Context: an optimization exercise on an open-source flow, tuned for a short achievable clock period and few clock cycles per item. The choices shown serve that exercise and are no tape-out recipe. The RTL was checked by simulation tests, not by an equivalence proof against the original design. Power and IR drop assume default switching activity.

===== flow/run.sh =====
#!/bin/bash
# synth_recipe.tcl (not shown) runs the flow's synth.tcl, then flattens the netlist and writes it again
# the make line also repeats each setting of config.mk as NAME=value (left out here)
make -C /OpenROAD-flow-scripts/flow DESIGN_CONFIG=/design/flow/config.mk WORK_HOME=/design/flow/orfs CLKGATE_MAP_FILE= SYNTH_SCRIPT=/design/flow/synth_recipe.tcl finish

===== flow/config.mk =====
export PLATFORM = sky130hd
export DESIGN_NAME = cpu_top
export DESIGN_NICKNAME = cpu_top
export VERILOG_FILES = /design/flow/design.v
export SDC_FILE = /design/flow/constraint.sdc
export NUM_CORES = 4
export LEC_CHECK = 0
export CAP_MARGIN = 20
export CELL_PAD_IN_SITES_DETAIL_PLACEMENT = 1
export CELL_PAD_IN_SITES_GLOBAL_PLACEMENT = 2
export CORE_MARGIN = 2
export CORE_UTILIZATION = 30
export SLEW_MARGIN = 20

===== flow/constraint.sdc =====
create_clock -name core_clock -period 9.0 [get_ports {clk}]
set_input_delay 1.8000 -clock core_clock [delete_from_list [all_inputs] [get_ports {clk}]]
set_output_delay 1.8000 -clock core_clock [all_outputs]
set_load 0.01 [all_outputs]

===== flow/design.v =====
package cpu_pkg;
    localparam int data_w     = 32;
    localparam int reg_addr_w = 4;
    localparam int imm_w      = 10;
    localparam int opcode_w   = 7;
    localparam int num_regs   = 1 << reg_addr_w;
    localparam int flag_w     = 4;
    localparam int op_msb  = 31;
    localparam int op_lsb  = 25;
    localparam int rd_msb  = 24;
    localparam int rd_lsb  = 21;
    localparam int rn_msb  = 20;
    localparam int rn_lsb  = 17;
    localparam int rm_msb  = 16;
    localparam int rm_lsb  = 13;
    localparam int p_bit   = 12;
    localparam int u_bit   = 11;
    localparam int w_bit   = 10;
    localparam int imm_msb = 9;
    localparam int imm_lsb = 0;
    localparam int op_a_rn_bit  = 3;
    localparam int op_b_rm_bit  = 4;
    localparam int op_store_bit = 5;
    localparam int op_mem_bit   = 6;
    localparam int flag_n = 3;
    localparam int flag_z = 2;
    localparam int flag_c = 1;
    localparam int flag_v = 0;
    localparam logic [data_w-1:0] reset_pc = '0;
    localparam logic [data_w-1:0] pc_step  = 32'd4;
    typedef enum logic [opcode_w-1:0] {
        NOP   = 7'b000_0000,
        HLT   = 7'b000_0001,
        MOV_I = 7'b000_0010,
        ADD_I = 7'b000_1000,
        SUB_I = 7'b000_1001,
        ADD_R = 7'b001_1000,
        SUB_R = 7'b001_1001,
        AND_R = 7'b001_1010,
        ORR_R = 7'b001_1011,
        XOR_R = 7'b001_1100,
        CMP_R = 7'b001_1101,
        LDR_I = 7'b100_1000,
        LDR_R = 7'b101_1000,
        STR_I = 7'b110_1000,
        STR_R = 7'b111_1000
    } op_e;
    typedef enum logic [3:0] {
        reset,
        load_pc_start,
        load_pc_loop,
        fetch,
        fetch_wait,
        decode,
        execute,
        memory,
        memory_wait,
        write_back,
        halt
    } ctrl_state_e;
    typedef enum logic [2:0] {
        ADD = 3'd0,
        SUB = 3'd1,
        AND = 3'd2,
        ORR = 3'd3,
        XOR = 3'd4
    } alu_op_e;
endpackage
`timescale 1ns/10ps
import cpu_pkg::*;
module cpu_controller
(
    input  logic    clk,
    input  logic    rst_n,
    input  cpu_pkg::op_e     opcode,
    input  logic    P,
    input  logic    U,
    input  logic    W,
    input  logic    wb_ack,
    output logic    load_pc,
    output logic    sel_pc,
    output logic    load_ir,
    output logic    w_en1,
    output logic    w_en2,
    output logic    w_en3,
    output logic    en_A,
    output logic    en_B,
    output logic    sel_A,
    output logic    sel_B,
    output logic    sel_post_indexing,
    output cpu_pkg::alu_op_e alu_op,
    output logic    en_C,
    output logic    en_status,
    output logic    bus_req,
    output logic    bus_we,
    output logic    sel_addr_data,
    output logic    halted
);
    cpu_pkg::ctrl_state_e state;
    logic        is_mem;
    logic        is_store;
    logic        writes_rd;
    assign is_mem   = opcode[op_mem_bit];
    assign is_store = opcode[op_store_bit];
    assign writes_rd = !is_mem && (opcode != CMP_R) && (opcode != NOP);
    always_ff @(posedge clk or negedge rst_n) begin
        if (!rst_n) begin
            state <= reset;
        end else begin
            case (state)
                reset:         state <= load_pc_start;
                load_pc_start: state <= fetch;
                load_pc_loop:  state <= fetch;
                fetch: begin
                    if (wb_ack) begin
                        state <= fetch_wait;
                    end
                end
                fetch_wait:    state <= decode;
                decode: begin
                    if (opcode == HLT) begin
                        state <= halt;
                    end else begin
                        state <= execute;
                    end
                end
                execute:       state <= memory;
                memory: begin
                    if (!is_mem || wb_ack) begin
                        state <= memory_wait;
                    end
                end
                memory_wait:   state <= write_back;
                write_back:    state <= load_pc_loop;
                halt:          state <= halt;
                default:       state <= reset;
            endcase
        end
    end
    always_comb begin
        load_pc           = 1'b0;
        sel_pc            = 1'b0;
        load_ir           = 1'b0;
        w_en1             = 1'b0;
        w_en2             = 1'b0;
        w_en3             = 1'b0;
        en_A              = 1'b0;
        en_B              = 1'b0;
        sel_A             = 1'b0;
        sel_B             = 1'b0;
        sel_post_indexing = 1'b0;
        alu_op            = ADD;
        en_C              = 1'b0;
        en_status         = 1'b0;
        bus_req           = 1'b0;
        bus_we            = 1'b0;
        sel_addr_data     = 1'b0;
        halted            = 1'b0;
        case (state)
            load_pc_start: begin
                load_pc = 1'b1;
                sel_pc  = 1'b1;
            end
            load_pc_loop: begin
                load_pc = 1'b1;
            end
            fetch: begin
                bus_req = 1'b1;
            end
            fetch_wait: begin
                load_ir = 1'b1;
            end
            execute: begin
                en_A  = 1'b1;
                en_B  = 1'b1;
                sel_A = !opcode[op_a_rn_bit];
                sel_B = !opcode[op_b_rm_bit];
            end
            memory: begin
                en_C = 1'b1;
                if (is_mem) begin
                    alu_op            = U ? ADD : SUB;
                    sel_post_indexing = !P;
                    bus_req           = 1'b1;
                    bus_we            = is_store;
                    sel_addr_data     = 1'b1;
                    w_en2             = wb_ack && (!P || W);
                end else begin
                    case (opcode)
                        SUB_R, SUB_I, CMP_R: alu_op = SUB;
                        AND_R:               alu_op = AND;
                        ORR_R:               alu_op = ORR;
                        XOR_R:               alu_op = XOR;
                        default:             alu_op = ADD;
                    endcase
                    w_en1     = writes_rd;
                    en_status = (opcode == CMP_R);
                end
            end
            write_back: begin
                w_en3 = is_mem && !is_store;
            end
            halt: begin
                halted = 1'b1;
            end
            default: begin
            end
        endcase
    end
endmodule
`timescale 1ns/10ps
import cpu_pkg::*;
module instr_fetch
(
    input  logic                  clk,
    input  logic                  rst_n,
    input  logic                  load_pc,
    input  logic                  sel_pc,
    input  logic                  load_ir,
    input  logic [data_w-1:0]     wb_dat_i,
    input  logic                  wb_ack,
    output logic [data_w-1:0]     pc,
    output cpu_pkg::op_e                   opcode,
    output logic [reg_addr_w-1:0] rd,
    output logic [reg_addr_w-1:0] rn,
    output logic [reg_addr_w-1:0] rm,
    output logic                  P,
    output logic                  U,
    output logic                  W,
    output logic [imm_w-1:0]      imm
);
    logic [data_w-1:0] fetch_buf;
    logic [data_w-1:0] ir;
    always_ff @(posedge clk) begin
        if (wb_ack) begin
            fetch_buf <= wb_dat_i;
        end
    end
    always_ff @(posedge clk or negedge rst_n) begin
        if (!rst_n) begin
            pc <= reset_pc;
            ir <= '0;
        end else begin
            if (load_pc) begin
                pc <= sel_pc ? reset_pc : pc + pc_step;
            end
            if (load_ir) begin
                ir <= fetch_buf;
            end
        end
    end
    assign opcode = cpu_pkg::op_e'(ir[op_msb:op_lsb]);
    assign rd     = ir[rd_msb:rd_lsb];
    assign rn     = ir[rn_msb:rn_lsb];
    assign rm     = ir[rm_msb:rm_lsb];
    assign P      = ir[p_bit];
    assign U      = ir[u_bit];
    assign W      = ir[w_bit];
    assign imm    = ir[imm_msb:imm_lsb];
endmodule
`timescale 1ns/10ps
import cpu_pkg::*;
module register_file
(
    input  logic                  clk,
    input  logic                  rst_n,
    input  logic [reg_addr_w-1:0] rd,
    input  logic [reg_addr_w-1:0] rn,
    input  logic [reg_addr_w-1:0] rm,
    input  logic                  w_en1,
    input  logic                  w_en2,
    input  logic                  w_en3,
    input  logic [data_w-1:0]     alu_result,
    input  logic [data_w-1:0]     base_result,
    input  logic [data_w-1:0]     load_data,
    output logic [data_w-1:0]     rn_data,
    output logic [data_w-1:0]     rm_data,
    output logic [data_w-1:0]     rd_data
);
    logic [data_w-1:0] regs [num_regs];
    always_ff @(posedge clk or negedge rst_n) begin
        if (!rst_n) begin
            for (int i = 0; i < num_regs; i++) begin
                regs[i] <= '0;
            end
        end else begin
            if (w_en2) begin
                regs[rn] <= base_result;
            end
            if (w_en1) begin
                regs[rd] <= alu_result;
            end else if (w_en3) begin
                regs[rd] <= load_data;
            end
        end
    end
    assign rn_data = regs[rn];
    assign rm_data = regs[rm];
    assign rd_data = regs[rd];
endmodule
`timescale 1ns/10ps
import cpu_pkg::*;
module execute_datapath
(
    input  logic               clk,
    input  logic               rst_n,
    input  logic               en_A,
    input  logic               en_B,
    input  logic               sel_A,
    input  logic               sel_B,
    input  logic               sel_post_indexing,
    input  cpu_pkg::alu_op_e            alu_op,
    input  logic               en_C,
    input  logic               en_status,
    input  logic [data_w-1:0]  rn_data,
    input  logic [data_w-1:0]  rm_data,
    input  logic [data_w-1:0]  rd_data,
    input  logic [imm_w-1:0]   imm,
    input  logic [data_w-1:0]  pc,
    input  logic               sel_addr_data,
    input  logic [data_w-1:0]  wb_dat_i,
    input  logic               wb_ack,
    output logic [data_w-1:0]  alu_result,
    output logic [data_w-1:0]  base_result,
    output logic [data_w-1:0]  load_data,
    output logic [data_w-1:0]  bus_adr,
    output logic [data_w-1:0]  bus_dat,
    output logic [flag_w-1:0]  status_flags
);
    logic [data_w-1:0] a_reg;
    logic [data_w-1:0] b_reg;
    logic [data_w-1:0] c_reg;
    logic [data_w-1:0] imm_ext;
    logic [data_w-1:0] alu_out;
    logic [data_w:0]   wide;
    logic              carry;
    logic              ovf;
    logic [flag_w-1:0] flags_next;
    assign imm_ext = {{(data_w - imm_w){1'b0}}, imm};
    always_ff @(posedge clk) begin
        if (en_A) begin
            a_reg <= sel_A ? '0 : rn_data;
        end
        if (en_B) begin
            b_reg <= sel_B ? imm_ext : rm_data;
        end
        if (en_C) begin
            c_reg <= alu_out;
        end
        if (wb_ack && sel_addr_data) begin
            load_data <= wb_dat_i;
        end
    end
    always_comb begin
        wide    = '0;
        carry   = 1'b0;
        ovf     = 1'b0;
        alu_out = a_reg;
        case (alu_op)
            ADD: begin
                wide    = {1'b0, a_reg} + {1'b0, b_reg};
                alu_out = wide[data_w-1:0];
                carry   = wide[data_w];
                ovf     = (a_reg[data_w-1] == b_reg[data_w-1]) &&
                          (alu_out[data_w-1] != a_reg[data_w-1]);
            end
            SUB: begin
                wide    = {1'b0, a_reg} + {1'b0, ~b_reg} + {{data_w{1'b0}}, 1'b1};
                alu_out = wide[data_w-1:0];
                carry   = wide[data_w];
                ovf     = (a_reg[data_w-1] != b_reg[data_w-1]) &&
                          (alu_out[data_w-1] != a_reg[data_w-1]);
            end
            AND:     alu_out = a_reg & b_reg;
            ORR:     alu_out = a_reg | b_reg;
            XOR:     alu_out = a_reg ^ b_reg;
            default: alu_out = a_reg;
        endcase
    end
    always_comb begin
        flags_next         = '0;
        flags_next[flag_n] = alu_out[data_w-1];
        flags_next[flag_z] = (alu_out == '0);
        flags_next[flag_c] = carry;
        flags_next[flag_v] = ovf;
    end
    always_ff @(posedge clk or negedge rst_n) begin
        if (!rst_n) begin
            status_flags <= '0;
        end else if (en_status) begin
            status_flags <= flags_next;
        end
    end
    assign alu_result  = en_C ? alu_out : c_reg;
    assign base_result = alu_out;
    assign bus_adr = sel_addr_data ? (sel_post_indexing ? a_reg : alu_out) : pc;
    assign bus_dat = rd_data;
endmodule
`timescale 1ns/10ps
import cpu_pkg::*;
module cpu_top
(
    input  logic              clk,
    input  logic              rst_n,
    output logic              wb_cyc,
    output logic              wb_stb,
    output logic              wb_we,
    output logic [data_w-1:0] wb_adr,
    output logic [data_w-1:0] wb_dat_o,
    input  logic [data_w-1:0] wb_dat_i,
    input  logic              wb_ack,
    output logic              halted,
    output logic [flag_w-1:0] status_flags
);
    logic                  load_pc;
    logic                  sel_pc;
    logic                  load_ir;
    logic                  w_en1;
    logic                  w_en2;
    logic                  w_en3;
    logic                  en_A;
    logic                  en_B;
    logic                  sel_A;
    logic                  sel_B;
    logic                  sel_post_indexing;
    cpu_pkg::alu_op_e               alu_op;
    logic                  en_C;
    logic                  en_status;
    logic                  sel_addr_data;
    cpu_pkg::op_e                   opcode;
    logic                  P;
    logic                  U;
    logic                  W;
    logic [data_w-1:0]     pc;
    logic [reg_addr_w-1:0] rd;
    logic [reg_addr_w-1:0] rn;
    logic [reg_addr_w-1:0] rm;
    logic [imm_w-1:0]      imm;
    logic [data_w-1:0]     rn_data;
    logic [data_w-1:0]     rm_data;
    logic [data_w-1:0]     rd_data;
    logic [data_w-1:0]     alu_result;
    logic [data_w-1:0]     base_result;
    logic [data_w-1:0]     load_data;
    assign wb_stb = wb_cyc;
    cpu_controller u_ctrl (
        .clk               (clk),
        .rst_n             (rst_n),
        .opcode            (opcode),
        .P                 (P),
        .U                 (U),
        .W                 (W),
        .wb_ack            (wb_ack),
        .load_pc           (load_pc),
        .sel_pc            (sel_pc),
        .load_ir           (load_ir),
        .w_en1             (w_en1),
        .w_en2             (w_en2),
        .w_en3             (w_en3),
        .en_A              (en_A),
        .en_B              (en_B),
        .sel_A             (sel_A),
        .sel_B             (sel_B),
        .sel_post_indexing (sel_post_indexing),
        .alu_op            (alu_op),
        .en_C              (en_C),
        .en_status         (en_status),
        .bus_req           (wb_cyc),
        .bus_we            (wb_we),
        .sel_addr_data     (sel_addr_data),
        .halted            (halted)
    );
    instr_fetch u_fetch (
        .clk      (clk),
        .rst_n    (rst_n),
        .load_pc  (load_pc),
        .sel_pc   (sel_pc),
        .load_ir  (load_ir),
        .wb_dat_i (wb_dat_i),
        .wb_ack   (wb_ack),
        .pc       (pc),
        .opcode   (opcode),
        .rd       (rd),
        .rn       (rn),
        .rm       (rm),
        .P        (P),
        .U        (U),
        .W        (W),
        .imm      (imm)
    );
    register_file u_regs (
        .clk         (clk),
        .rst_n       (rst_n),
        .rd          (rd),
        .rn          (rn),
        .rm          (rm),
        .w_en1       (w_en1),
        .w_en2       (w_en2),
        .w_en3       (w_en3),
        .alu_result  (alu_result),
        .base_result (base_result),
        .load_data   (load_data),
        .rn_data     (rn_data),
        .rm_data     (rm_data),
        .rd_data     (rd_data)
    );
    execute_datapath u_exec (
        .clk               (clk),
        .rst_n             (rst_n),
        .en_A              (en_A),
        .en_B              (en_B),
        .sel_A             (sel_A),
        .sel_B             (sel_B),
        .sel_post_indexing (sel_post_indexing),
        .alu_op            (alu_op),
        .en_C              (en_C),
        .en_status         (en_status),
        .rn_data           (rn_data),
        .rm_data           (rm_data),
        .rd_data           (rd_data),
        .imm               (imm),
        .pc                (pc),
        .sel_addr_data     (sel_addr_data),
        .wb_dat_i          (wb_dat_i),
        .wb_ack            (wb_ack),
        .alu_result        (alu_result),
        .base_result       (base_result),
        .load_data         (load_data),
        .bus_adr           (wb_adr),
        .bus_dat           (wb_dat_o),
        .status_flags      (status_flags)
    );
endmodule

==> flow_summary_export.csv <==
group,metric,value,unit
drt,vias,52200,
worst_hold_path,hold_depth,2,
finish,top_register,"u_regs.regs",
drt,firstDrtPassIters,7,
synthesis,yosysWarnings,5,
finish,area_growth_syn_to_layout,15.0,%
finish,drive_above_1_share,11.2,%
synthesis,yosys.area.top_type,"dfrtp_1",
timing,final.period_utilization,84.2,%
floorplanning,die_area,0.159,mm^2
floorplanning,core,0.155,mm^2
flow_run,drv_cap,0,
worst_setup_path,rr_worst_depth,13,
grt,grt_pass1_wl,439,mm
clock_network,htree_num_levels,3,
worst_setup_path,cp-end-kind,"primary output",
grt,antenna_found_initial,20,
pwr,power.density,408,mW/mm^2
floorplanning,initial_core_util,30.3,%
floorplanning,ios,107,
grt,first_global_vias,50900,
worst_setup_path,critPathMaxStageDelay,0.99,ns
worst_setup_path,critPathTopFamily,"simple AND/OR/NAND/NOR gates",
drt,wirelength,323,mm
worst_setup_path,path_buf_inv,3,
timing,hold_slack,0.466,ns
timing,fin_setup_tns,0,ns
worst_setup_path,crit_chain,"and4b_1 > buf_4 > o211ai_1 > buf_4 > nand2_1 > nor2_1 > a311o_1 > o31ai_1 > and3_1 > nor2_1 > a21oi_1 > o21ai_0 > clkdlybuf4s50_1",
synthesis,synthFlopType,"dfrtp_1",
synthesis,synth_top_cell_area_share,31.1,%
worst_setup_path,worstPathArrival,5.78,ns
drt,vias_per_cell,6.97,
synthesis,synth_common_cells,"nor2_1, a21oi_1, dfrtp_1",
worst_setup_path,start_kind,"flop",
drt,route.detailed.drc,0,
clock_network,clockRootBuffer,"clkbuf_16",
floorplanning,dieHeight,399,um
drt,dr.first_iter.drc_count,7542,
clock_network,cts_tree,"built",
worst_setup_path,crit_type,"reg2out",
drt,wl_per_cell,43.1,um
timing,post-route-min-period,7.58,ns
clock_network,cts_sinks,740,
worst_setup_path,cp_slowest_cell,"and3_1",
synthesis,yosysMostFrequentCell,"nor2_1",
finish,largest_reg_flops,512,
timing,skew,0.0366,ns
grt,grt_overflow,0,
timing,worstMarginPinSlew,1.31,ns
synthesis,synthArstFlopShare,78.6,%
clock_network,cts_hold_buffers,0,
clock_network,cts_resized,0,
finish,final_nets,5523,
pwr,power,0.0220,W
clock_network,post-cts-setup-buffers,0,
synthesis,synth_area_leaders,"dfrtp_1, a22oi_1, edfxtp_1, nor2_1, a21oi_1",
synthesis,syn_area,0.0468,mm^2
clock_network,clk_pin_slew_worst_paths,0.06,ns
worst_hold_path,hold_path.class,"reg2reg",
floorplanning,die-width,399,um
timing,finalHoldViolCount,0,
placed_design,hpwl,200,mm
grt,grt_max_degree,131,
clock_network,clk-insertion-delay-late,0.73,ns
timing,setup_viol,0,
worst_setup_path,crit_cells,13,
timing,slew_violations,0,
grt,grtUsageTotal,39.6,%
drt,drtAntennaViolNets,0,
placed_design,place_congestion,0.950,
clock_network,cts_inserted_buffers,95,
floorplanning,num_rows,144,
worst_setup_path,worstPathRequired,7.20,ns
placed_design,io_buffers,106,
clock_network,cts.path.max_buffers,3,
timing,relSlewSlack,11.7,%
pwr,p_leak,20.1,nW
timing,rsz0062_at_grt,"false",
synthesis,avgSynthCellArea,8.49,um^2
pwr,peakVddDrop,173,uV
status,status,"complete, no violations",
timing,fmax,132,MHz
synthesis,synth_nets,5662,
worst_setup_path,crit_path_max_fanout,24,
synthesis,ys_seq_area_share,40.6,%
synthesis,synth-edff-count,128,
synthesis,synth_cells,5514,
synthesis,synth.distinct_cells,106,
synthesis,ys_ff_latch,740,
finish,final_util,34.8,%
==> report_power, final <==
part	internal [W]	switching, W	total [W]	leakage, nW
Sequential	0.00454	0.00144	0.00598	7.73
Clock	0.00239	0.00172	0.00411	1.59
Combinational	0.00347	0.00844	0.0119	10.8
Total	0.0104	0.0116	0.0220	20.1
==> per-stage QoR <==
step                      cells  setup WS [ns]  instance area, um^2
after CTS                  7488           1.46                53800
after global placement     7316           2.33                50500
final                      7496           1.42                53900
after detailed placement   7318           2.27                50500
after global routing       7492           1.22                53900
after floorplan            5514           3.92                46800
==> worst paths after layout <==
check                                    endpoint  slack [ns]       startpoint
min                               u_exec.c_reg[5]        0.47  u_exec.c_reg[5]
max in group asynchronous      u_regs.regs[13][2]        6.41            rst_n
max                                    wb_adr[24]        1.42  u_ctrl.state[2]
max reg2reg                u_exec.status_flags[2]        3.56  u_ctrl.state[3]
min in group asynchronous       u_regs.regs[1][4]        1.09            rst_n
min reg2reg                       u_exec.c_reg[5]        0.47  u_exec.c_reg[5]
==> layer usage <==
metal  global-route usage (%)  up-vias  share of wire, %
met5                        0        -             0.036
met4                     23.7       16               7.1
li1                         -    20700                 -
met1                     50.1    26800                39
met3                     12.3     1149                11
met2                     59.1     3538                43
==> cells in the final DEF, fill, tap and decap left out, types with 103 or more instances in the layout <==
| cell | instances |
|---|---|
| ha_1 | 111 |
| clkdlybuf4s50_1 | 104 |
| a211oi_1 | 147 |
| o21ai_0 | 106 |
| buf_4 | 206 |
| nand4_1 | 142 |
| a22oi_1 | 531 |
| edfxtp_1 | 128 |
| o22ai_1 | 302 |
| nand3_1 | 107 |
| nor2_1 | 819 |
| inv_1 | 103 |
| nand2_1 | 213 |
| dfrtp_1 | 582 |
| a21oi_1 | 627 |
==> worst reg2reg max path: stages, from the launching register on <==
cell and delay, ns:
dfrtp_1 0.63, nand4b_4 0.23, buf_4 0.56, a21oi_2 0.15
o21ai_4 0.10, buf_4 0.53, o311ai_1 0.30, a2bb2oi_2 0.90
and4_1 0.36, and4_1 0.22, nand4_1 0.19, nor4_1 0.77
nand4_1 0.23, o21ai_1 0.19
==> cell families (layout without fill, tap and decap cells) <==
logic type | count (synthesis) | in the layout | share of synthesized area, %
AOI/OAI and AO/OA | 2290 | 2290 | 33.4
and+or+nand+nor | 1637 | 1637 | 15.7
DFF | 740 | 740 | 40.6
buffers and inverters | 665 | 599 | 5.77
adders and majority gates | 113 | 113 | 3.05
muxes | 52 | 52 | 1.21
xor gates and xnor gates | 17 | 17 | 0.318
other | 0 | 4 | 0
==> layout make-up <==
| cell class | instances | area [um^2] |
|---|---|---|
| antenna | 4 | 10.0 |
| clock buffer | 130 | 2750 |
| clock inverter | 40 | 469 |
| fill | 17800 | 101000 |
| inverter | 106 | 399 |
| multi-input combinational | 4109 | 25900 |
| sequential | 740 | 19000 |
| tap | 2044 | 2560 |
| timing repair buffer | 323 | 2790 |
Testbench counts, summed over its fixed seeds: cycles 101,072, instrs 12,646.

## what the ideal ports hide
The flow's constraints put no driver on any port. The routed layout listed below was extracted and timed again, unchanged, in two steps.
Step 1 (the two cells are an assumption about what drives the block):
set clk [get_ports {clk}]
set_driving_cell -lib_cell sky130_fd_sc_hd__clkbuf_16 $clk
set_driving_cell -lib_cell sky130_fd_sc_hd__buf_2 [delete_from_list [all_inputs] $clk]
Step 2 adds t to the input delays and takes it off the output delays; t is the mean of the earliest and latest rising clock arrival at the registers after step 1. Input paths then give back, and output paths get back, about the clock's delay inside the block.
a / b / c = ideal ports / drivers / drivers and shift; a / b = the first two.
shift t [ns]: 0.798
setup slack, ns: 1.424 / 1.340 / 2.139
hold slack, ns: 0.466 / 0.466 / 0.466
worst setup path at the end: register to output
After both steps setup and hold are still met in this run. The setup slack of this run moves by -0.084 ns with the drivers and by +0.715 ns with both steps.
